From an optimization exercise on the open Yosys and OpenROAD flow, aimed at small area and a short achievable clock period; shortcuts taken in it are not production practice. Only simulation tests tie the RTL to the original design; equivalence was not proved. Power and IR drop assume default switching activity. The flow treats the clock pin as an ideal source, which a real chip does not have.

### flow/config.mk
export PLATFORM = sky130hd
export DESIGN_NAME = sobel_3x3
export DESIGN_NICKNAME = sobel_3x3
export VERILOG_FILES = /design/flow/design.v
export SDC_FILE = /design/flow/constraint.sdc
export NUM_CORES = 4
export LEC_CHECK = 0
export ABC_CLOCK_PERIOD_IN_PS = 1500
export CAP_MARGIN = 20
export CORE_MARGIN = 2
export CORE_UTILIZATION = 70
export CTS_BUF_LIST = sky130_fd_sc_hd__clkbuf_16
export CTS_CLUSTER_DIAMETER = 100
export CTS_CLUSTER_SIZE = 25
export SETUP_SLACK_MARGIN = 3.0
export SLEW_MARGIN = 20
### flow/constraint.sdc
create_clock -name core_clock -period 5.0 [get_ports {clk}]
set_input_delay 1.0000 -clock core_clock [delete_from_list [all_inputs] [get_ports {clk}]]
set_output_delay 1.0000 -clock core_clock [all_outputs]
set_load 0.01 [all_outputs]
### flow/design.v
package sobel_pkg;
  localparam int DATA_W_DEF = 8;
  localparam int GRAD_W     = DATA_W_DEF + 3;
  localparam int MAX_PIX    = (1 << DATA_W_DEF) - 1;
  localparam int K_EDGE   = 1;
  localparam int K_CENTRE = 2;
endpackage
module sobel_line_buffer #(
  parameter int DEPTH  = 128,
  parameter int DATA_W = 8
) (
  input  logic                         clk,
  input  logic                         en,
  input  logic [DATA_W-1:0]            din,
  output logic [DEPTH-1:0][DATA_W-1:0] taps
);
  logic [DEPTH-1:0][DATA_W-1:0] sr_q;
  assign taps = sr_q;
  always_ff @(posedge clk) begin
    if (en) sr_q <= {sr_q[DEPTH-2:0], din};
  end
endmodule
import sobel_pkg::*;
module sobel_3x3 #(
  parameter int IMG_WIDTH  = 128,
  parameter int IMG_HEIGHT = 128,
  parameter int DATA_W     = DATA_W_DEF
) (
  input  logic              clk,
  input  logic              rst_n,
  input  logic              valid_in,
  input  logic [DATA_W-1:0] pixel_in,
  output logic              valid_out,
  output logic [DATA_W-1:0] pixel_out,
  output logic              eof_out
);
  localparam int CW    = $clog2(IMG_WIDTH);
  localparam int RW    = $clog2(IMG_HEIGHT);
  localparam int NST   = 5;                   
  localparam int HW    = DATA_W - 1;          
  logic              acc;
  logic [CW-1:0]     col_q;
  logic [RW-1:0]     row_q;
  logic              last_col, last_row, win_ok;
  logic [IMG_WIDTH-1:0][DATA_W-1:0]   lb1;
  logic [IMG_WIDTH+1:0][DATA_W-1:0]   lb2;
  logic [2:0][DATA_W-1:0] w_t, w_m, w_b;
  logic [NST:1]      v_q, eof_q;
  logic [DATA_W:0]   u1_q, v1_q, w1_q, x1_q;          
  logic [DATA_W+1:0] ya2_q, yb2_q;                    
  logic [DATA_W:0]   u2_q;
  logic [DATA_W+2:0] a3_q, b3_q;                      
  logic              sat4_q;                           
  logic [HW-1:0]     ma4_q, mb4_q;
  logic [DATA_W-1:0] pix_q;                            
  logic              sat_a, sat_b;
  logic [HW-1:0]     ma, mb, mx;
  sobel_line_buffer #(.DEPTH(IMG_WIDTH), .DATA_W(DATA_W)) u_lb1 (
    .clk  (clk),
    .en   (valid_in),
    .din  (pixel_in),
    .taps (lb1)
  );
  sobel_line_buffer #(.DEPTH(IMG_WIDTH + 2), .DATA_W(DATA_W)) u_lb2 (
    .clk  (clk),
    .en   (valid_in),
    .din  (lb1[IMG_WIDTH-1]),
    .taps (lb2)
  );
  assign w_b = {pixel_in, lb1[0], lb1[1]};
  assign w_m = {lb1[IMG_WIDTH-1], lb2[0], lb2[1]};
  assign w_t = {lb2[IMG_WIDTH-1], lb2[IMG_WIDTH], lb2[IMG_WIDTH+1]};
  assign last_col = (col_q == CW'(IMG_WIDTH - 1));
  assign last_row = (row_q == RW'(IMG_HEIGHT - 1));
  assign acc      = rst_n && valid_in;
  assign win_ok   = acc && (row_q >= RW'(2)) && (col_q >= CW'(2));
  assign sat_a = ~((a3_q[DATA_W+2:HW] == '0) ||
                   ((a3_q[DATA_W+2:HW] == '1) && (a3_q[HW-1:0] != '0)));
  assign sat_b = ~((b3_q[DATA_W+2:HW] == '0) ||
                   ((b3_q[DATA_W+2:HW] == '1) && (b3_q[HW-1:0] != '0)));
  assign ma = a3_q[DATA_W+2] ? HW'(-a3_q[HW-1:0]) : a3_q[HW-1:0];
  assign mb = b3_q[DATA_W+2] ? HW'(-b3_q[HW-1:0]) : b3_q[HW-1:0];
  assign mx = (ma4_q > mb4_q) ? ma4_q : mb4_q;
  always_ff @(posedge clk) begin
    u1_q   <= {1'b0, w_m[2]} - {1'b0, w_m[0]};
    v1_q   <= {1'b0, w_b[2]} - {1'b0, w_t[0]};
    w1_q   <= {1'b0, w_b[1]} - {1'b0, w_t[1]};
    x1_q   <= {1'b0, w_t[2]} - {1'b0, w_b[0]};
    ya2_q  <= {v1_q[DATA_W], v1_q} + {w1_q[DATA_W], w1_q};
    yb2_q  <= {x1_q[DATA_W], x1_q} - {w1_q[DATA_W], w1_q};
    u2_q   <= u1_q;
    a3_q   <= {ya2_q[DATA_W+1], ya2_q} + {{2{u2_q[DATA_W]}}, u2_q};
    b3_q   <= {yb2_q[DATA_W+1], yb2_q} + {{2{u2_q[DATA_W]}}, u2_q};
    sat4_q <= sat_a | sat_b;
    ma4_q  <= ma;
    mb4_q  <= mb;
    pix_q  <= sat4_q ? {DATA_W{1'b1}} : {mx, 1'b0};
  end
  always_ff @(posedge clk) begin
    if (!rst_n) begin
      col_q <= '0;
      row_q <= '0;
      v_q   <= '0;
      eof_q <= '0;
    end else begin
      if (valid_in) begin
        if (last_col) begin
          col_q <= '0;
          row_q <= last_row ? '0 : row_q + RW'(1);
        end else begin
          col_q <= col_q + CW'(1);
        end
      end
      v_q   <= {v_q[NST-1:1], win_ok};
      eof_q <= {eof_q[NST-1:1], win_ok && last_row && last_col};
    end
  end
  assign valid_out = v_q[NST];
  assign pixel_out = pix_q;
  assign eof_out   = eof_q[NST];
endmodule
### flow/flow/run.sh
#!/bin/bash
# Own layout flow: the standard flow (standard.sh) unchanged except for the
# clock tree synthesis arguments: larger sink clusters on clkbuf_16 leaves,
# full use of the leaf buffer's max capacitance, and no dummy loads.
# make's output goes to standard_finish.log; each ORFS step logs under orfs/logs.
set -euo pipefail
export CTS_ARGS="-sink_clustering_enable -repair_clock_nets -buf_list sky130_fd_sc_hd__buf_12 -sink_clustering_size 25 -sink_clustering_max_diameter 80 -sink_buffer_max_cap_derate 1.0 -dont_use_dummy_load"
bash standard.sh finish > standard_finish.log 2>&1
### flow/standard.sh
#!/bin/bash
# synth_recipe.tcl (not shown) runs the flow's synth.tcl, then flattens the netlist and writes it again
# the make line also repeats each setting of config.mk as NAME=value (left out here)
make -C /OpenROAD-flow-scripts/flow DESIGN_CONFIG=/design/flow/config.mk WORK_HOME=/design/flow/orfs CLKGATE_MAP_FILE= SYNTH_SCRIPT=/design/flow/synth_recipe.tcl "${@:-finish}"
==> results of run 1 <==
[cell families after synthesis]
kind of cell / Yosys count / share of synthesized area, %
simple gates: 214 / 1.56
fa+ha+maj: 91 / 1.74
compound gates: 121 / 1.27
mux: 8 / 0.116
flops: 2198 / 94.0
xor+xnor: 58 / 0.738
buf+inv: 106 / 0.584
[sequential cells by signal, indices dropped and copies added, names as in the netlist, 5 cells and up]
signal and count:
a3_q 11, u_lb2.sr_q 1040, w1_q 9, ya2_q 10
ma4_q 7, eof_q 5, u_lb1.sr_q 1024, v1_q 9
row_q 7, v_q 5, yb2_q 10, b3_q 11
u1_q 9, x1_q 9, mb4_q 7, u2_q 9
pix_q 8, col_q 7
[metal layers]
metal	part of all wire, %	vias to the layer above	track usage [%]
met1	52	11900	27.9
li1	-	11100	-
met5	0	-	0
met3	3.0	129	2.53
met4	2.2	0	4.20
met2	43	298	22.4
[final cells by class]
class	count	area [um^2]
Sequential cell	2198	64700
Fill cell	5165	23700
Multi-Input combinational cell	492	3890
Clock buffer	98	1960
Tap cell	1276	1600
Timing Repair Buffer	65	806
Inverter	99	384
[cells in the final DEF, fill, tap and decap left out, types with 4 or more instances in the layout]
cell type        instances
or3_1                    4
a21oi_1                 19
ha_4                     5
buf_4                   28
and3_1                  10
o21ai_2                  9
inv_1                   98
a211o_1                  5
o21a_1                  10
o21ai_0                 19
o211ai_1                 4
buf_6                   11
nor3_1                  22
fa_2                     7
clkdlybuf4s50_1          6
o21ai_1                  6
nor4_1                   4
buf_16                   4
o2111ai_1                5
nor2_1                  70
dfxtp_2                 11
buf_12                 108
ha_1                    75
a21oi_2                  8
nor2b_1                 10
a31oi_1                  5
nand4_1                 10
or2_2                    4
xnor2_1                 48
mux2i_1                  8
nand3_1                 18
a21o_1                   4
nand2b_1                 5
edfxtp_1              2064
nand2_1                 25
xor2_1                  10
dfxtp_1                122
and2_1                  15
[where the power goes]
group,total (mW),switching (mW),leakage (nW),internal [mW]
combinational,2.14,1.25,2.52,0.895
sequential,22.0,0.509,21.3,21.5
clock,7.87,4.82,0.921,3.05
total,32.1,6.58,24.8,25.5
[final timing paths]
path                                    start           end  slack, ps  cells past startpoint
worst max-delay path                 pix_q[5]  pixel_out[5]       2910                      1
worst min-delay path                  u1_q[0]       u2_q[0]        340                      0
worst max register to register  u_lb1.sr_q[8]       x1_q[8]       3000                      7
worst min register to register        u1_q[0]       u2_q[0]        340                      0
[what timing repair did]
action / in CTS / in global routing
hold endpoints to repair: 0 / 0
endpoints found under the setup margin: 1065 / 209
cloned: 1 / 2
gates resized for setup: 74 / 40
buffers inserted: 3 / 8
pin swaps: 2 / 15
[metrics by stage]
step / hold slack, ps / util (%) / cell area [um^2] / std cells
2_1_floorplan: 310 / - / 68900 / 2796
3_3_place_gp: 317 / 73.2 / 71000 / 4116
3_5_place_dp: 313 / 73.2 / 71000 / 4116
5_1_grt: 346 / 75.6 / 73300 / 4228
6_report: 336 / 75.6 / 73300 / 4228
4_1_cts: 336 / 75.3 / 73100 / 4218
==> results.cfg, run 1 <==
[global_route]
track_usage_pct = 16.2
grt_pass1_vias = 22800
grt_overflow_total = 0
grt_pass1_wl_mm = 128
antenna_found_initial = 0
grt_max_degree = 175

[sta]
fin_ws_ps = 2910
period_needed_ps = 2090
hold_viol = 0
worst_pin_slew_ps = 824
maxSlewHeadroom_pct = 45.1
max_freq_mhz = 480
final-setup-viol-count = 0
rsz0062_at_grt = true
drv_slew = 0
fin_setup_tns_ps = 0
min_period_over_period_pct = 41.7
finClkSkew_ps = 45.2

[floorplan]
die-area_um2 = 101000
ioPinCount = 21
die_y_um = 318
fp.dieW_um = 318
initial_utilization_pct = 70.9
core_area_um2 = 97000
rows = 114

[routing]
ant_nets = 0
avgRoutedWirePerCell_um = 19.1
drt-pass1-iter-count = 5
drt_iter0_drc = 2141
via_count = 23500
wl_mm = 80.9
via_per_inst = 5.56
remaining_drc_errors = 0

[pwr]
p_leak_nw = 24.8
pwr_density_cell_nw_per_um2 = 437
totalPowerFinal_mw = 32.1
vdd.ir_drop.worst_mv = 0.336

[cells_and_area]
antenna_cells = 0
layout.nets = 3056
synthToLayoutAreaGrowth_pct = 6.58
drive_above_1_share_pct = 7.62

[setup_path]
endpoint_kind = output port
critical_path_buf_inv_count = 1
cp.required_ps = 4000
start_kind = flip-flop
cp_max_fo = 1
critPathKind = reg2out
critPathTopFamily = flip-flops
path_cells = buf_6
slowest_delay_ps = 360
worstPathArrival_ps = 1090
crit_path_top_delay_cell = dfxtp_2

[yosys]
async_reset_ff_share_pct = 0
synth_top_area_cell = edfxtp_1
syn_area_um2 = 68800
synth_ff_type = edfxtp_1
yosys_warnings = 3
synth_top_area_share_pct = 90.1
synth_area_leaders = edfxtp_1 90%, dfxtp_1 3.9%, ha_1 1.5%
syn_inst = 2796
synth_nets = 2898
synth.distinct_cells = 58
synth-seq-cells = 2198
synth_edf_count = 2064
syn_area_per_cell_um2 = 24.6
seq_area_frac_synth_pct = 94.0
synth_common_cells = 2,064 x edfxtp_1, 134 x dfxtp_1, 99 x inv_1
yosysMostFrequentCell = edfxtp_1

[cts]
holdBufCountCts = 0
insertion_delay_ps = 630
cts_max_level = 3
numCtsBuffers = 98
clk_pin_slew_worst_paths_ps = 90
cts_buffer_depth = 3
clock_sink_count = 2198
cts-root-buf = buf_12
cts_tree = built

[placed_design]
dp_hpwl_mm = 40.8
dp_slack_ps = 1760
io_buffers = 20
place_congestion = 0.798

[run]
cap_viol_max_count = 0

[outcome]
status = timing/DRC/antenna clean

[min_path]
hp-class = reg2reg
==> run 2, diff against run 1 <==
==> flow/flow/run.sh (replaced) <==
#!/bin/bash
# Own layout flow: the standard flow (standard.sh) unchanged except for the
# clock tree synthesis arguments: larger sink clusters on clkbuf_16 leaves,
# full use of the leaf buffer's max capacitance, and no dummy loads.
# make's output goes to standard_finish.log; each ORFS step logs under orfs/logs.
set -euo pipefail
export CTS_ARGS="-sink_clustering_enable -repair_clock_nets -buf_list sky130_fd_sc_hd__buf_12 -sink_clustering_size 30 -sink_clustering_max_diameter 80 -sink_buffer_max_cap_derate 1.0 -dont_use_dummy_load"
bash standard.sh finish > standard_finish.log 2>&1
--- a/flow/config.mk
+++ b/flow/config.mk
@@ -13,4 +13,4 @@
 export CTS_CLUSTER_DIAMETER = 100
 export CTS_CLUSTER_SIZE = 25
-export SETUP_SLACK_MARGIN = 3.0
+export SETUP_SLACK_MARGIN = 3.1
 export SLEW_MARGIN = 20
==> run 2 against run 1 <==
Compared with the run above:
- first-iteration DRC count rose by 13%
- via count rose by 0.26%
- sequential power barely moved
- global-route usage fell by 0.17 points
- final cell count fell by 0.12%
- wire length rose by 1.0%
- sequential share of layout area rose by 0.071 points
- combinational power rose by 8%
- clock power fell by 7.4%
- final area barely moved
- flip-flop and latch count did not move
==> results.cfg, run 2 <==
[cts]
cts_tree = built
cts-root-buf = buf_12
clk_pin_slew_worst_paths_ps = 100
cts_max_level = 3
clock_sink_count = 2198
numCtsBuffers = 83
cts_buffer_depth = 3
insertion_delay_ps = 610

[yosys]
synth_nets = 2898
synth_ff_type = edfxtp_1
yosys_warnings = 3
synth_edf_count = 2064
synth-seq-cells = 2198
syn_inst = 2796
async_reset_ff_share_pct = 0
synth_top_area_cell = edfxtp_1
synth_top_area_share_pct = 90.1
seq_area_frac_synth_pct = 94.0
syn_area_um2 = 68800
syn_area_per_cell_um2 = 24.6
yosysMostFrequentCell = edfxtp_1
synth_area_leaders = edfxtp_1 90%, dfxtp_1 3.9%, ha_1 1.5%
synth_common_cells = 2,064 x edfxtp_1, 134 x dfxtp_1, 99 x inv_1
synth.distinct_cells = 58

[routing]
drt-pass1-iter-count = 7
ant_nets = 0
wl_mm = 81.7
drt_iter0_drc = 2409
via_count = 23600
remaining_drc_errors = 0
via_per_inst = 5.58
avgRoutedWirePerCell_um = 19.3

[global_route]
antenna_found_initial = 0
grt_max_degree = 180
grt_pass1_vias = 22400
grt_overflow_total = 0
grt_pass1_wl_mm = 125
track_usage_pct = 16.1

[setup_path]
critPathTopFamily = flip-flops
cp_max_fo = 1
critPathKind = reg2out
crit_path_top_delay_cell = dfxtp_4
cp.required_ps = 4000
worstPathArrival_ps = 1090
critical_path_buf_inv_count = 1
path_cells = buf_6
endpoint_kind = output port
slowest_delay_ps = 370
start_kind = flip-flop

[cells_and_area]
largest_reg_flops = 1040
synthToLayoutAreaGrowth_pct = 6.51
drive_above_1_share_pct = 8.35
stdcell_area_um2 = 73300
regMostFlops = u_lb2.sr_q
top_regs = u_lb2.sr_q x1040, u_lb1.sr_q x1024
antenna_cells = 0
utilization_pct = 75.5
mostFrequentLayoutCells = 2,064 x edfxtp_1, 116 x dfxtp_1, 98 x buf_12, 96 x inv_1, 70 x nor2_1
nFillCells = 5177
layout.nets = 3051
layout_commonest_cell = edfxtp_1

[min_path]
hp-class = reg2reg

[sta]
drv_slew = 0
worst_pin_slew_ps = 864
max_freq_mhz = 479
fin_setup_tns_ps = 0
period_needed_ps = 2090
hold_viol = 0
finClkSkew_ps = 44.4
fin_ws_ps = 2910
rsz0062_at_grt = true
min_period_over_period_pct = 41.8
final-setup-viol-count = 0
maxSlewHeadroom_pct = 42.4

[floorplan]
fp.dieW_um = 318
core_area_um2 = 97000
rows = 114
die-area_um2 = 101000
initial_utilization_pct = 70.9
ioPinCount = 21
die_y_um = 318

[pwr]
totalPowerFinal_mw = 31.6
vdd.ir_drop.worst_mv = 0.427
seq_power_share_pct = 69.7
pwr-share-comb_pct = 7.3
p_leak_nw = 24.7
p_sw_share_pct = 20.6
p_sw_mw = 6.53
pwr_density_cell_nw_per_um2 = 432
p_int_mw = 25.1
clkPwrFrac_pct = 23.0

[placed_design]
dp_hpwl_mm = 41.8
place_congestion = 0.802
io_buffers = 20
place_area_um2 = 71100
dp_slack_ps = 1900

[outcome]
status = timing/DRC/antenna clean

[run]
cap_viol_max_count = 0
## run 2: cell counts after synthesis
No cell type changed its count.
## run 2: timing repair
action / 4_1_cts / 5_1_grt
resized for setup: 78 / 60
hold buffers: 0 / 0
pin swaps: 6 / 31
setup endpoints to repair: 1405 / 33
setup buffers: 6 / 17
gates cloned: 2 / 0
## run 2: cells by family (layout without fill, tap and decap cells)
logic type               count (synthesis)  in the layout  share of synthesized area (%)
flip-flops                            2198           2198                           94.0
adder cells (fa/ha/maj)                 91             91                           1.74
AO/OA/AOI/OAI                          121            121                           1.27
multiplexers                             8              8                          0.116
buffers and inverters                  106            257                          0.584
XOR/XNOR                                58             58                          0.738
AND/OR/NAND/NOR                        214            214                           1.56
## run 2: metal layers
layer	track usage (%)	up-vias	part of all wire, %
met5	0	-	0
met4	3.98	0	2.0
met3	2.57	95	3.1
met2	22.4	313	44
met1	27.4	12000	51
li1	-	11100	-
## run 2: per-stage QoR
step | hold slack (ps) | instances
final | 298 | 4223
after global routing | 310 | 4223
after CTS | 304 | 4206
after detailed placement | 312 | 4115
after global placement | 318 | 4115
after floorplan | 310 | 2796
## run 2: power by group through the flow
stage,sequential [mW],clock (mW),combinational (mW)
6_report,22.0,7.29,2.31
5_1_grt,22.2,8.20,2.56
4_1_cts,22.1,7.66,2.13
3_5_place_dp,22.4,0,2.09
3_3_place_gp,22.4,0,1.98
2_1_floorplan,22.2,0,1.41
## run 2: final timing paths
kind / from / endpoint / slack [ps] / cells past startpoint
worst max-delay path: pix_q[1] / pixel_out[1] / 2910 / 1
worst min register to register: u1_q[7] / u2_q[7] / 300 / 0
worst min-delay path: u1_q[7] / u2_q[7] / 300 / 0
worst max register to register: u_lb1.sr_q[8] / x1_q[8] / 3080 / 7
## run 2: layout make-up
type | instances | area [um^2] | area share (%)
Sequential cell | 2198 | 64700 | 88.3
Multi-Input combinational cell | 492 | 4050 | 5.53
Clock buffer | 83 | 1660 | 2.27
Tap cell | 1276 | 1600 | 2.18
Timing Repair Buffer | 75 | 893 | 1.22
Inverter | 99 | 384 | 0.524
==> run 3, diff against run 2 <==
--- a/flow/config.mk
+++ b/flow/config.mk
@@ -13,4 +13,4 @@
 export CTS_CLUSTER_DIAMETER = 100
 export CTS_CLUSTER_SIZE = 25
-export SETUP_SLACK_MARGIN = 3.1
+export SETUP_SLACK_MARGIN = 3.0
 export SLEW_MARGIN = 20
==> run 3 against run 2 <==
Compared with the run above:
- setup slack improved by 25 ps
- clock-buffer cell count increased by 1
- die area did not move
- combinational power decreased by 7%
- core utilization decreased by 0.24 points
- clock skew up 14 ps
- global-route usage about the same
- sequential share of layout area increased by 0.27 points
- hold slack better by 40 ps
- total power down 0.49%
- largest cell class unchanged
- largest power group unchanged
- highest routed layer unchanged
==> results.cfg, run 3 <==
[floorplan]
initial_utilization_pct = 70.9
die_y_um = 318
ioPinCount = 21
die-area_um2 = 101000
fp.dieW_um = 318
core_area_um2 = 97000
rows = 114

[routing]
via_per_inst = 5.54
ant_nets = 0
avgRoutedWirePerCell_um = 19.2
remaining_drc_errors = 0
drt_iter0_drc = 2022
wl_mm = 81.0
drt-pass1-iter-count = 5
via_count = 23300

[setup_path]
reg2reg_to = x1_q[8]
crit_path_top_delay_cell = dfxtp_2
slowest_delay_ps = 360
critPathKind = reg2out
cp-endpoint = pixel_out[5]
endpoint_kind = output port
start_kind = flip-flop
cp_max_fo = 1
worstPathArrival_ps = 1060
r2r_slack_ps = 3010
r2r_start = u_lb1.sr_q[8]
critPathTopFamily = flip-flops
critical_path_buf_inv_count = 1
critPathLaunch = pix_q[5]
cp.required_ps = 4000
cp.depth = 1
r2r_cells = 7
path_cells = buf_6

[cells_and_area]
instances_no_fill = 4213
multi_input_area_um2 = 3870
stdcell_area_um2 = 73000
largest_reg_flops = 1040
layout.nets = 3041
antenna_cells = 0
nFillCells = 5196
layout_commonest_cell = edfxtp_1
top_regs = u_lb2.sr_q x1040, u_lb1.sr_q x1024
drive_above_1_share_pct = 6.95
synthToLayoutAreaGrowth_pct = 6.17
register_area_um2 = 64700
mostFrequentLayoutCells = 2,064 x edfxtp_1, 123 x dfxtp_1, 98 x inv_1, 94 x buf_12, 75 x ha_1
regMostFlops = u_lb2.sr_q
utilization_pct = 75.3

[outcome]
status = timing/DRC/antenna clean

[global_route]
track_usage_pct = 16.1
grt_pass1_vias = 22500
antenna_found_initial = 1
grt_pass1_wl_mm = 127
grt_overflow_total = 0
grt_max_degree = 175

[yosys]
synthSimpleGateAreaFrac_pct = 1.56
synth-adder-area-share_pct = 1.74
synth_edf_count = 2064
synth_ff_type = edfxtp_1
synth_nets = 2898
synth_common_cells = 2,064 x edfxtp_1, 134 x dfxtp_1, 99 x inv_1
synth.distinct_cells = 58
seq_area_frac_synth_pct = 94.0
async_reset_ff_share_pct = 0
syn_area_um2 = 68800
muxShareOfSynthArea_pct = 0.116
synth_compound_area_share_pct = 1.27
yosysMostFrequentCell = edfxtp_1
synth-seq-cells = 2198
synth_top_area_cell = edfxtp_1
yosys_warnings = 3
synth_top_family_by_area = adder cells
syn_inst = 2796
synth_area_leaders = edfxtp_1 90%, dfxtp_1 3.9%, ha_1 1.5%
synthXorXnorAreaFrac_pct = 0.738
synth_top_area_share_pct = 90.1
syn_area_per_cell_um2 = 24.6

[sta]
worst_pin_slew_ps = 847
hold_viol = 0
rsz0062_at_grt = true
fin_setup_tns_ps = 0
hold-worst-slack_ps = 338
period_needed_ps = 2060
maxSlewHeadroom_pct = 43.5
max_freq_mhz = 485
finClkSkew_ps = 58.4
fin_ws_ps = 2940
drv_slew = 0
min_period_over_period_pct = 41.3
final-setup-viol-count = 0

[cts]
clock_sink_count = 2198
clk_pin_slew_worst_paths_ps = 110
cts_max_level = 3
numCtsBuffers = 84
insertion_delay_ps = 620
cts_tree = built
cts_buffer_depth = 3
cts-root-buf = buf_12

[pwr]
vdd.ir_drop.worst_mv = 0.347
clkPwrFrac_pct = 23.3
p_sw_share_pct = 20.5
pwr_density_cell_nw_per_um2 = 431
seq_power_share_pct = 69.9
pwr-share-comb_pct = 6.8
p_int_mw = 25.0
p_sw_mw = 6.45
totalPowerFinal_mw = 31.5
p_leak_nw = 24.6

[placed_design]
place_inst = 4116
dp_hpwl_mm = 40.8
place_congestion = 0.798
place_area_um2 = 71000
io_buffers = 20
dp_slack_ps = 1760

[min_path]
hp-class = reg2reg

[run]
cap_viol_max_count = 0
[run 3: cell count changes in the layout (fill, tap and decap cells not counted), moves of 4 or more]
cell     change
buf_12       -4
buf_4       -12
dfxtp_1      +7
dfxtp_2      -6
fa_1         +4
fa_2         -4
ha_1         +6
ha_4         -7
[run 3: cell type report]
type                    count  area share, %
flip-flops and latches   2198           88.6
multi-input cells         492           5.31
clock buffers              84           2.30
well taps                1276           2.19
repair buffers             64           1.13
inverters                  99          0.526
[run 3: power by group through the flow]
stage | logic [mW] | clock network (mW) | registers, mW
finish | 2.14 | 7.32 | 22.0
global route | 2.41 | 8.24 | 22.2
CTS | 2.07 | 7.70 | 22.1
detailed placement | 2.06 | 0 | 22.4
global placement | 1.97 | 0 | 22.4
floorplan | 1.41 | 0 | 22.2
[run 3: worst min-delay path by stage]
| stage | cells past startpoint | from | endpoint | slack (ps) |
|---|---|---|---|---|
| 2_1_floorplan | 0 | u1_q[0] | u2_q[0] | 310 |
| 3_5_place_dp | 0 | u1_q[1] | u2_q[1] | 310 |
| 6_report | 0 | u1_q[1] | u2_q[1] | 340 |
| 3_3_place_gp | 0 | u1_q[1] | u2_q[1] | 320 |
| 4_1_cts | 0 | u1_q[1] | u2_q[1] | 340 |
| 5_1_grt | 0 | u1_q[0] | u2_q[0] | 350 |
[run 3: cells by family (layout without fill, tap and decap cells)]
family | after synthesis | after routing
DFF | 2198 | 2198
AOI/OAI and AO/OA | 121 | 121
buffers and inverters | 106 | 247
and+or+nand+nor | 214 | 214
muxes | 8 | 8
xor gates and xnor gates | 58 | 58
adders and majority gates | 91 | 91
[run 3: routing by layer]
layer	vias to the layer above	track usage, %	wire [um]
met3	102	2.42	2570
met1	11900	27.6	42300
li1	11100	-	-
met5	-	0	0
met4	0	4.23	1430
met2	268	22.2	34800
[run 3: what timing repair did]
item	in CTS	in global routing
hold endpoints to repair	0	0
endpoints found under the setup margin	1038	395
gates resized for setup	76	34
cloned	1	3
hold buffers	0	0
pin swaps	2	8
setup buffers	3	6
==> run 4, diff against run 3 <==
==> flow/flow/run.sh (replaced) <==
#!/bin/bash
# Own layout flow: the standard flow (standard.sh) unchanged except for the
# clock tree synthesis arguments: larger sink clusters on clkbuf_16 leaves,
# full use of the leaf buffer's max capacitance, and no dummy loads.
# make's output goes to standard_finish.log; each ORFS step logs under orfs/logs.
set -euo pipefail
export CTS_ARGS="-sink_clustering_enable -repair_clock_nets -buf_list sky130_fd_sc_hd__buf_12 -root_buf sky130_fd_sc_hd__buf_16 -sink_clustering_size 30 -sink_clustering_max_diameter 80 -sink_buffer_max_cap_derate 1.0 -dont_use_dummy_load"
bash standard.sh finish > standard_finish.log 2>&1
==> run 4 against run 3 <==
Compared with the run above:
- synthesized area is the same
- global-route usage about the same
- critical endpoint unchanged
- clock power increased by 2%
- clock-buffer cell count unchanged
- total power rose by 0.45%
- non-clock buffer count stayed put
- highest routed layer unchanged
- final area about the same
- largest power group unchanged
- via count is essentially flat
==> results.cfg, run 4 <==
[setup_path]
critPathTopFamily = flip-flops
worstPathArrival_ps = 1080
r2r_start = u_lb1.sr_q[8]
reg2reg_to = x1_q[8]
endpoint_kind = output port
critPathLaunch = pix_q[5]
cp-endpoint = pixel_out[5]
path_cells = buf_6
cp.required_ps = 4000
r2r_cells = 7
slowest_delay_ps = 360
start_kind = flip-flop
cp.depth = 1
critPathKind = reg2out
r2r_slack_ps = 3020
cp_max_fo = 1
crit_path_top_delay_cell = dfxtp_2
critical_path_buf_inv_count = 1

[min_path]
hp-class = reg2reg

[yosys]
synth_top_area_share_pct = 90.1
synth_area_leaders = edfxtp_1 90%, dfxtp_1 3.9%, ha_1 1.5%
synth_ff_type = edfxtp_1
syn_area_per_cell_um2 = 24.6
syn_inst = 2796
synth_common_cells = 2,064 x edfxtp_1, 134 x dfxtp_1, 99 x inv_1
synth_top_area_cell = edfxtp_1
synth-seq-cells = 2198
synth.distinct_cells = 58
seq_area_frac_synth_pct = 94.0
synth_nets = 2898
async_reset_ff_share_pct = 0
synth_edf_count = 2064
yosys_warnings = 3
yosysMostFrequentCell = edfxtp_1
syn_area_um2 = 68800

[global_route]
grt_overflow_total = 0
track_usage_pct = 16.1
grt_pass1_vias = 22500
grt_pass1_wl_mm = 127
grt_max_degree = 175
antenna_found_initial = 1

[run]
cap_viol_max_count = 0

[routing]
via_count = 23300
via_per_inst = 5.54
drt-pass1-iter-count = 4
remaining_drc_errors = 0
drt_iter0_drc = 2101
ant_nets = 0
wl_mm = 81.2
avgRoutedWirePerCell_um = 19.3

[cts]
cts_max_level = 3
cts-root-buf = buf_16
holdBufCountCts = 0
cts_tree = built
cts_buffer_depth = 3
clk_pin_slew_worst_paths_ps = 110
numCtsBuffers = 84
clock_sink_count = 2198
insertion_delay_ps = 640

[floorplan]
ioPinCount = 21
initial_utilization_pct = 70.9
die_y_um = 318
rows = 114
die-area_um2 = 101000
fp.dieW_um = 318
core_area_um2 = 97000

[cells_and_area]
drive_above_1_share_pct = 6.95
instances_no_fill = 4213
register_area_um2 = 64700
nFillCells = 5178
largest_reg_flops = 1040
antenna_cells = 0
synthToLayoutAreaGrowth_pct = 6.26
regMostFlops = u_lb2.sr_q
top_regs = u_lb2.sr_q x1040, u_lb1.sr_q x1024
multi_input_area_um2 = 3870
layout_commonest_cell = edfxtp_1
mostFrequentLayoutCells = 2,064 x edfxtp_1, 123 x dfxtp_1, 98 x inv_1, 85 x buf_12, 75 x ha_1
layout.nets = 3041

[sta]
min_period_over_period_pct = 41.7
hold_viol = 0
drv_slew = 0
finClkSkew_ps = 52.5
worst_pin_slew_ps = 855
rsz0062_at_grt = true
max_freq_mhz = 480
period_needed_ps = 2080
fin_setup_tns_ps = 0
maxSlewHeadroom_pct = 43.0
final-setup-viol-count = 0

[pwr]
pwr_density_cell_nw_per_um2 = 433
vdd.ir_drop.worst_mv = 0.347
p_leak_nw = 24.7

[placed_design]
dp_hpwl_mm = 40.8
io_buffers = 20
place_congestion = 0.798
place_inst = 4116

[outcome]
status = timing/DRC/antenna clean
==> run 4: cell counts after synthesis <==
Identical to the previous run, type by type.
==> run 4: repair_timing <==
action,in CTS,in global routing
cloned,1,3
buffers inserted,3,6
pin swaps,2,8
gates resized for setup,75,35
endpoints found under the setup margin,1038,284
hold endpoints to repair,0,0
==> run 4: worst min-delay path by stage <==
stage	from	endpoint	slack, ps	depth (start not counted)
floorplan	u1_q[0]	u2_q[0]	310	0
global route	u1_q[0]	u2_q[0]	350	0
finish	u1_q[1]	u2_q[1]	340	0
global placement	u1_q[1]	u2_q[1]	320	0
CTS	u1_q[1]	u2_q[1]	340	0
detailed placement	u1_q[1]	u2_q[1]	310	0
==> run 4: routing by layer <==
| metal | vias up | GRT usage (%) | wire length (um) |
|---|---|---|---|
| met1 | 11900 | 27.6 | 42400 |
| met2 | 263 | 22.1 | 34800 |
| met5 | - | 0 | 0 |
| met3 | 114 | 2.43 | 2510 |
| li1 | 11100 | - | - |
| met4 | 0 | 4.24 | 1510 |
==> run 4: metrics by stage <==
stage,util [%],worst slack (ps),hold slack [ps],area [um^2],power (mW)
after floorplan,-,2720,310,68900,23.6
after global placement,73.2,1830,317,71000,24.4
after detailed placement,73.2,1760,313,71000,24.5
after CTS,75.1,2810,341,72900,32.0
after global routing,75.4,2850,349,73100,33.0
final,75.4,2920,338,73100,31.6
==> run 4: logic make-up (layout without fill, tap and decap cells) <==
logic type / count (synthesis) / in the layout / synth area share (%)
AND/OR/NAND/NOR: 214 / 214 / 1.56
multiplexers: 8 / 8 / 0.116
AO/OA/AOI/OAI: 121 / 121 / 1.27
adder cells (fa/ha/maj): 91 / 91 / 1.74
XOR/XNOR: 58 / 58 / 0.738
flip-flops: 2198 / 2198 / 94.0
buffers and inverters: 106 / 247 / 0.584
==> run 4: cell type report <==
type	count	area share, %
clock buffers	84	2.39
inverters	99	0.525
multi-input cells	492	5.30
flip-flops and latches	2198	88.5
well taps	1276	2.18
repair buffers	64	1.12
==> run 4: power breakdown <==
| group | internal [mW] | switching, mW | leakage [nW] |
|---|---|---|---|
| registers | 21.5 | 0.506 | 21.3 |
| clock network | 2.74 | 4.73 | 0.819 |
| logic | 0.892 | 1.25 | 2.54 |
| total | 25.1 | 6.48 | 24.7 |
==> run 5, diff against run 4 <==
==> flow/flow/run.sh (replaced) <==
#!/bin/bash
# Own layout flow: the standard flow (standard.sh) unchanged except for the
# clock tree synthesis arguments: larger sink clusters on clkbuf_16 leaves,
# full use of the leaf buffer's max capacitance, and no dummy loads.
# make's output goes to standard_finish.log; each ORFS step logs under orfs/logs.
set -euo pipefail
export CTS_ARGS="-sink_clustering_enable -repair_clock_nets -buf_list sky130_fd_sc_hd__buf_12 -sink_clustering_size 30 -sink_clustering_max_diameter 100 -sink_buffer_max_cap_derate 1.0 -dont_use_dummy_load"
bash standard.sh finish > standard_finish.log 2>&1
==> run 5 against run 4 <==
Compared with the run above:
- critical path depth is the same
- die area is the same
- setup slack gained 22 ps
- flip-flop and latch count is the same
- core utilization shrank 0.099 points
- via count is essentially flat
- sequential power is essentially flat
- combinational power is essentially flat
- register-to-register slack is essentially flat
- clock power shrank 3%
- synthesized area is the same
- critical endpoint is now valid_out
==> results.cfg, run 5 <==
[yosys]
synth_ff_type = edfxtp_1
yosys_warnings = 3
synth.distinct_cells = 58
syn_area_per_cell_um2 = 24.6
syn_area_um2 = 68800
synth_top_area_cell = edfxtp_1
synth_nets = 2898
synth_area_leaders = edfxtp_1 90%, dfxtp_1 3.9%, ha_1 1.5%
syn_inst = 2796
seq_area_frac_synth_pct = 94.0
synth_edf_count = 2064
synth_common_cells = 2,064 x edfxtp_1, 134 x dfxtp_1, 99 x inv_1
yosysMostFrequentCell = edfxtp_1
synth-seq-cells = 2198
synth_top_area_share_pct = 90.1
async_reset_ff_share_pct = 0

[setup_path]
crit_path_top_delay_cell = dfxtp_2
critPathTopFamily = flip-flops
cp_max_fo = 1
r2r_start = u_lb1.sr_q[8]
r2r_slack_ps = 3010
critPathKind = reg2out
worstPathArrival_ps = 1060
reg2reg_to = x1_q[8]
critPathLaunch = v_q[5]
critical_path_buf_inv_count = 1
path_cells = buf_6
r2r_cells = 7
endpoint_kind = output port
cp.required_ps = 4000
start_kind = flip-flop
slowest_delay_ps = 330

[global_route]
met2_usage_pct = 22.2
grt_overflow_total = 0
antenna_found_initial = 1
met1_usage_pct = 27.6
grt_max_degree = 175
grt-busiest-layer = met1
grt_pass1_vias = 22600
grt_pass1_wl_mm = 126
use_met3_pct = 2.35
track_usage_pct = 16.0

[pwr]
seq_power_share_pct = 70.1
clkPwrFrac_pct = 23.1
p_sw_mw = 6.43
totalPowerFinal_mw = 31.4
p_int_mw = 25.0
pwr-share-comb_pct = 6.8
vdd.ir_drop.worst_mv = 0.333
p_sw_share_pct = 20.4
p_leak_nw = 24.6
pwr_density_cell_nw_per_um2 = 430

[floorplan]
fp.dieW_um = 318
rows = 114
ioPinCount = 21
initial_utilization_pct = 70.9
die-area_um2 = 101000
core_area_um2 = 97000
die_y_um = 318

[sta]
finClkSkew_ps = 53.0
worst_pin_slew_ps = 806
hold_viol = 0
drv_slew = 0
maxSlewHeadroom_pct = 46.2
period_needed_ps = 2060
fin_setup_tns_ps = 0
rsz0062_at_grt = true
max_freq_mhz = 485
min_period_over_period_pct = 41.2
final-setup-viol-count = 0

[cts]
cts_tree = built
insertion_delay_ps = 620
clock_sink_count = 2198
cts-root-buf = buf_12
numCtsBuffers = 83
cts_max_level = 3
clk_pin_slew_worst_paths_ps = 110
cts_buffer_depth = 3

[cells_and_area]
nFillCells = 5199
largest_reg_flops = 1040
layout.nets = 3042
top_regs = u_lb2.sr_q x1040, u_lb1.sr_q x1024
layout_commonest_cell = edfxtp_1
regMostFlops = u_lb2.sr_q
mostFrequentLayoutCells = 2,064 x edfxtp_1, 122 x dfxtp_1, 98 x inv_1, 93 x buf_12, 76 x ha_1
antenna_cells = 0
drive_above_1_share_pct = 7.01
synthToLayoutAreaGrowth_pct = 6.12

[routing]
drt-pass1-iter-count = 5
via_per_inst = 5.54
avgRoutedWirePerCell_um = 19.1
wl_mm = 80.6
drt_iter0_drc = 2167
remaining_drc_errors = 0
ant_nets = 0
via_count = 23300

[run]
cap_viol_max_count = 0

[min_path]
holdPathStages = 0
hp-class = reg2reg
hold_start = u1_q[1]
min_to = u2_q[1]

[outcome]
status = timing/DRC/antenna clean

[placed_design]
dp_hpwl_mm = 40.8
io_buffers = 20
place_congestion = 0.798
==> run 5: logic make-up after synthesis <==
family          share of synthesized area, %
buf+inv                                0.584
mux                                    0.116
fa+ha+maj                               1.74
flops                                   94.0
xor+xnor                               0.738
simple gates                            1.56
compound gates                          1.27
==> run 5: worst max path at each step <==
stage,to,cells after the start
3_3_place_gp,v1_q[8],9
3_5_place_dp,v1_q[8],9
5_1_grt,valid_out,1
4_1_cts,valid_out,1
6_report,valid_out,1
2_1_floorplan,v1_q[8],8
==> run 5: cell type report <==
type,instances,area (um^2),share of cell area [%]
tap,1276,1600,2.19
timing repair buffer,66,808,1.11
sequential,2198,64700,88.6
clock buffer,83,1660,2.28
inverter,99,384,0.526
multi-input combinational,492,3880,5.31
==> run 5: power groups by stage <==
stage	Combinational (mW)	Clock [mW]	Sequential [mW]
6_report	2.14	7.27	22.0
3_3_place_gp	1.97	0	22.4
4_1_cts	2.08	7.65	22.1
5_1_grt	2.40	8.18	22.2
2_1_floorplan	1.41	0	22.2
3_5_place_dp	2.06	0	22.4
==> run 5: through the flow <==
step                      cell area, um^2  setup WS, ps  util [%]  cells  hold WS, ps
after global placement              71000          1830      73.2   4116          317
after floorplan                     68900          2720         -   2796          310
final                               73000          2940      75.3   4214          338
after CTS                           72800          2860      75.0   4203          341
after global routing                73000          2860      75.3   4214          349
after detailed placement            71000          1760      73.2   4116          313
==> run 5: routing by layer <==
metal / vias to the layer above / share of wire [%]
li1: 11100 / -
met1: 11900 / 52
met2: 271 / 43
met3: 102 / 3.1
met4: 0 / 1.8
met5: - / 0
==> run 5: timing repair <==
| action | in CTS | in global routing |
|---|---|---|
| pin swaps | 2 | 15 |
| setup endpoints to repair | 1100 | 393 |
| gates resized for setup | 78 | 30 |
| buffers inserted | 3 | 9 |
| hold buffers | 0 | 0 |
| gates cloned | 1 | 2 |
==> run 6, diff against run 5 <==
--- a/flow/flow/run.sh
+++ b/flow/flow/run.sh
@@ -1,6 +1,7 @@
 #!/bin/bash
 # Own layout flow: the standard flow (standard.sh) unchanged except for the
-# clock tree synthesis arguments: larger sink clusters on clkbuf_16 leaves,
-# full use of the leaf buffer's max capacitance, and no dummy loads.
+# clock tree synthesis arguments: buf_12 clock buffers (faster and smaller than
+# clkbuf_16 here), sink clusters of up to 30 flip-flops within 100 um, full use
+# of the leaf buffer's max capacitance, and no dummy loads.
 # make's output goes to standard_finish.log; each ORFS step logs under orfs/logs.
 set -euo pipefail
--- a/flow/config.mk
+++ b/flow/config.mk
@@ -10,7 +10,4 @@
 export CORE_MARGIN = 2
 export CORE_UTILIZATION = 70
-export CTS_BUF_LIST = sky130_fd_sc_hd__clkbuf_16
-export CTS_CLUSTER_DIAMETER = 100
-export CTS_CLUSTER_SIZE = 25
 export SETUP_SLACK_MARGIN = 3.0
 export SLEW_MARGIN = 20
==> run 6 against run 5 <==
Compared with the run above:
- still clean
- sequential share of layout area did not move
- non-clock buffer count did not move
- global-route usage did not move
- synthesized cell count did not move
- setup slack did not move
- register-to-register slack barely moved
- flip-flop and latch count did not move
- hold slack did not move
- first-iteration DRC count did not move
- final area did not move
- clock-buffer cell count did not move
- critical path depth did not move
- largest cell class unchanged
- largest power group unchanged
- highest routed layer unchanged
==> results.cfg, run 6 <==
[floorplan]
initial_utilization_pct = 70.9
die_y_um = 318
fp.dieW_um = 318
ioPinCount = 21
core_area_um2 = 97000
rows = 114
die-area_um2 = 101000

[sta]
final-setup-viol-count = 0
drv_slew = 0
fin_setup_tns_ps = 0
rsz0062_at_grt = true
min_period_over_period_pct = 41.2
max_freq_mhz = 485
worst_pin_slew_ps = 806
maxSlewHeadroom_pct = 46.2
period_needed_ps = 2060
hold_viol = 0
hold-worst-slack_ps = 338
finClkSkew_ps = 53.0

[global_route]
grt_overflow_total = 0
grt_pass1_wl_mm = 126
antenna_found_initial = 1
grt_pass1_vias = 22600
track_usage_pct = 16.0
grt_max_degree = 175

[cts]
clock_sink_count = 2198
cts_max_level = 3
holdBufCountCts = 0
numCtsBuffers = 83
cts_buffer_depth = 3
cts_tree = built
clk_pin_slew_worst_paths_ps = 110
cts-root-buf = buf_12
insertion_delay_ps = 620

[cells_and_area]
layout_commonest_cell = edfxtp_1
nFillCells = 5199
mostFrequentLayoutCells = 2,064 x edfxtp_1, 122 x dfxtp_1, 98 x inv_1, 93 x buf_12, 76 x ha_1
antenna_cells = 0
synthToLayoutAreaGrowth_pct = 6.12
drive_above_1_share_pct = 7.01
layout.nets = 3042
top_regs = u_lb2.sr_q x1040, u_lb1.sr_q x1024
regMostFlops = u_lb2.sr_q
largest_reg_flops = 1040

[yosys]
synth_ff_type = edfxtp_1
synth_edf_count = 2064
synth-seq-cells = 2198
synth_common_cells = 2,064 x edfxtp_1, 134 x dfxtp_1, 99 x inv_1
yosysMostFrequentCell = edfxtp_1
syn_area_um2 = 68800
syn_inst = 2796
syn_area_per_cell_um2 = 24.6
yosys_warnings = 3
synth_area_leaders = edfxtp_1 90%, dfxtp_1 3.9%, ha_1 1.5%
async_reset_ff_share_pct = 0
synth.distinct_cells = 58
seq_area_frac_synth_pct = 94.0
synth_top_area_share_pct = 90.1
synth_top_area_cell = edfxtp_1
synth_nets = 2898

[min_path]
min_to = u2_q[1]
hp-class = reg2reg
hold_start = u1_q[1]
holdPathStages = 0

[setup_path]
cp.required_ps = 4000
r2r_start = u_lb1.sr_q[8]
r2r_cells = 7
r2r_slack_ps = 3010
endpoint_kind = output port
reg2reg_to = x1_q[8]
start_kind = flip-flop
critPathKind = reg2out
cp_max_fo = 1
path_cells = buf_6
crit_path_top_delay_cell = dfxtp_2
critical_path_buf_inv_count = 1
critPathTopFamily = flip-flops
worstPathArrival_ps = 1060
slowest_delay_ps = 330

[routing]
drt_iter0_drc = 2167
via_per_inst = 5.54
avgRoutedWirePerCell_um = 19.1
remaining_drc_errors = 0
wl_mm = 80.6
ant_nets = 0
via_count = 23300
drt-pass1-iter-count = 5

[pwr]
pwr_density_cell_nw_per_um2 = 430
p_leak_nw = 24.6
totalPowerFinal_mw = 31.4
vdd.ir_drop.worst_mv = 0.333

[placed_design]
dp_hpwl_mm = 40.8
place_congestion = 0.798
io_buffers = 20

[outcome]
status = timing/DRC/antenna clean

[run]
cap_viol_max_count = 0
## run 6: cell counts after synthesis
Identical to the previous run, type by type.
## run 6: cell type report
type	count	area [um^2]	share of cell area, %
Inverter	99	384	0.526
Multi-Input combinational cell	492	3880	5.31
Sequential cell	2198	64700	88.6
Timing Repair Buffer	66	808	1.11
Tap cell	1276	1600	2.19
Clock buffer	83	1660	2.28
## run 6: repair_timing
action | 4_1_cts | 5_1_grt
setup endpoints to repair | 1100 | 393
resized for setup | 78 | 30
setup buffers | 3 | 9
pin swaps | 2 | 15
hold endpoints to repair | 0 | 0
gates cloned | 1 | 2
## run 6: where the power goes
part / internal, mW / switching (mW)
registers: 21.5 / 0.505
clock network: 2.60 / 4.67
logic: 0.889 / 1.25
total: 25.0 / 6.43
## run 6: worst max-delay path by stage
stage / startpoint / end / slack, ps / cells after the start
6_report: v_q[5] / valid_out / 2940 / 1
4_1_cts: v_q[5] / valid_out / 2860 / 1
3_3_place_gp: pixel_in[0] / v1_q[8] / 1830 / 9
2_1_floorplan: pixel_in[0] / v1_q[8] / 2720 / 8
5_1_grt: v_q[5] / valid_out / 2860 / 1
3_5_place_dp: pixel_in[0] / v1_q[8] / 1760 / 9
## run 6: stage by stage
stage	worst slack [ps]	std cells	instance area [um^2]	util, %
5_1_grt	2860	4214	73000	75.3
3_3_place_gp	1830	4116	71000	73.2
3_5_place_dp	1760	4116	71000	73.2
2_1_floorplan	2720	2796	68900	-
6_report	2940	4214	73000	75.3
4_1_cts	2860	4203	72800	75.0
## run 6: kinds of logic (layout without fill, tap and decap cells)
family | after synthesis | after routing | synth area share (%)
DFF | 2198 | 2198 | 94.0
and+or+nand+nor | 214 | 214 | 1.56
AOI/OAI and AO/OA | 121 | 121 | 1.27
buffers and inverters | 106 | 248 | 0.584
adders and majority gates | 91 | 91 | 1.74
xor gates and xnor gates | 58 | 58 | 0.738
muxes | 8 | 8 | 0.116
## run 6: per-layer routing
layer  GRT usage [%]  up-vias  part of all wire [%]
li1                -    11100                     -
met1            27.6    11900                    52
met2            22.2      271                    43
met3            2.35      102                   3.1
met4            4.28        0                   1.8
met5               0        -                     0

## re-timing with driven ports
The flow's constraints put no driver on any port. The routed layouts listed below were extracted and timed again, unchanged, in two steps. Step 1 (the two cells are an assumption about what drives the block):
set clk [get_ports {clk}]
set_driving_cell -lib_cell sky130_fd_sc_hd__clkbuf_16 $clk
set_driving_cell -lib_cell sky130_fd_sc_hd__buf_2 [delete_from_list [all_inputs] $clk]
Step 2 times the ports against the registers' clock, not the clock port: input delays grow and output delays shrink by t, the midpoint of the rising clock arrivals with the driver on. Three values: ideal ports, drivers, drivers and shift; two values: the first two.
| run | t, ns | setup WS [ns] | clock arrival spread, ns | worst slew at a driven data input, ns |
|---|---|---|---|---|
| run 1 | 0.682 | 2.915 / 2.843 / 2.195 | 0.063 / 0.063 | 0.16 |
| run 2 | 0.665 | 2.912 / 2.846 / 2.273 | 0.063 / 0.063 | 0.27 |
| run 3 | 0.659 | 2.937 / 2.868 / 2.292 | 0.068 / 0.068 | 0.27 |
| run 4 | 0.676 | 2.917 / 2.845 / 2.300 | 0.066 / 0.067 | 0.27 |
| run 5 | 0.662 | 2.939 / 2.870 / 2.251 | 0.068 / 0.067 | 0.27 |
| run 6 | 0.662 | 2.939 / 2.870 / 2.251 | 0.068 / 0.067 | 0.27 |
After both steps every run listed still meets setup and hold. For run 1, which loses most, drivers alone change the setup slack by -0.072 ns; drivers and shift together by -0.720 ns.
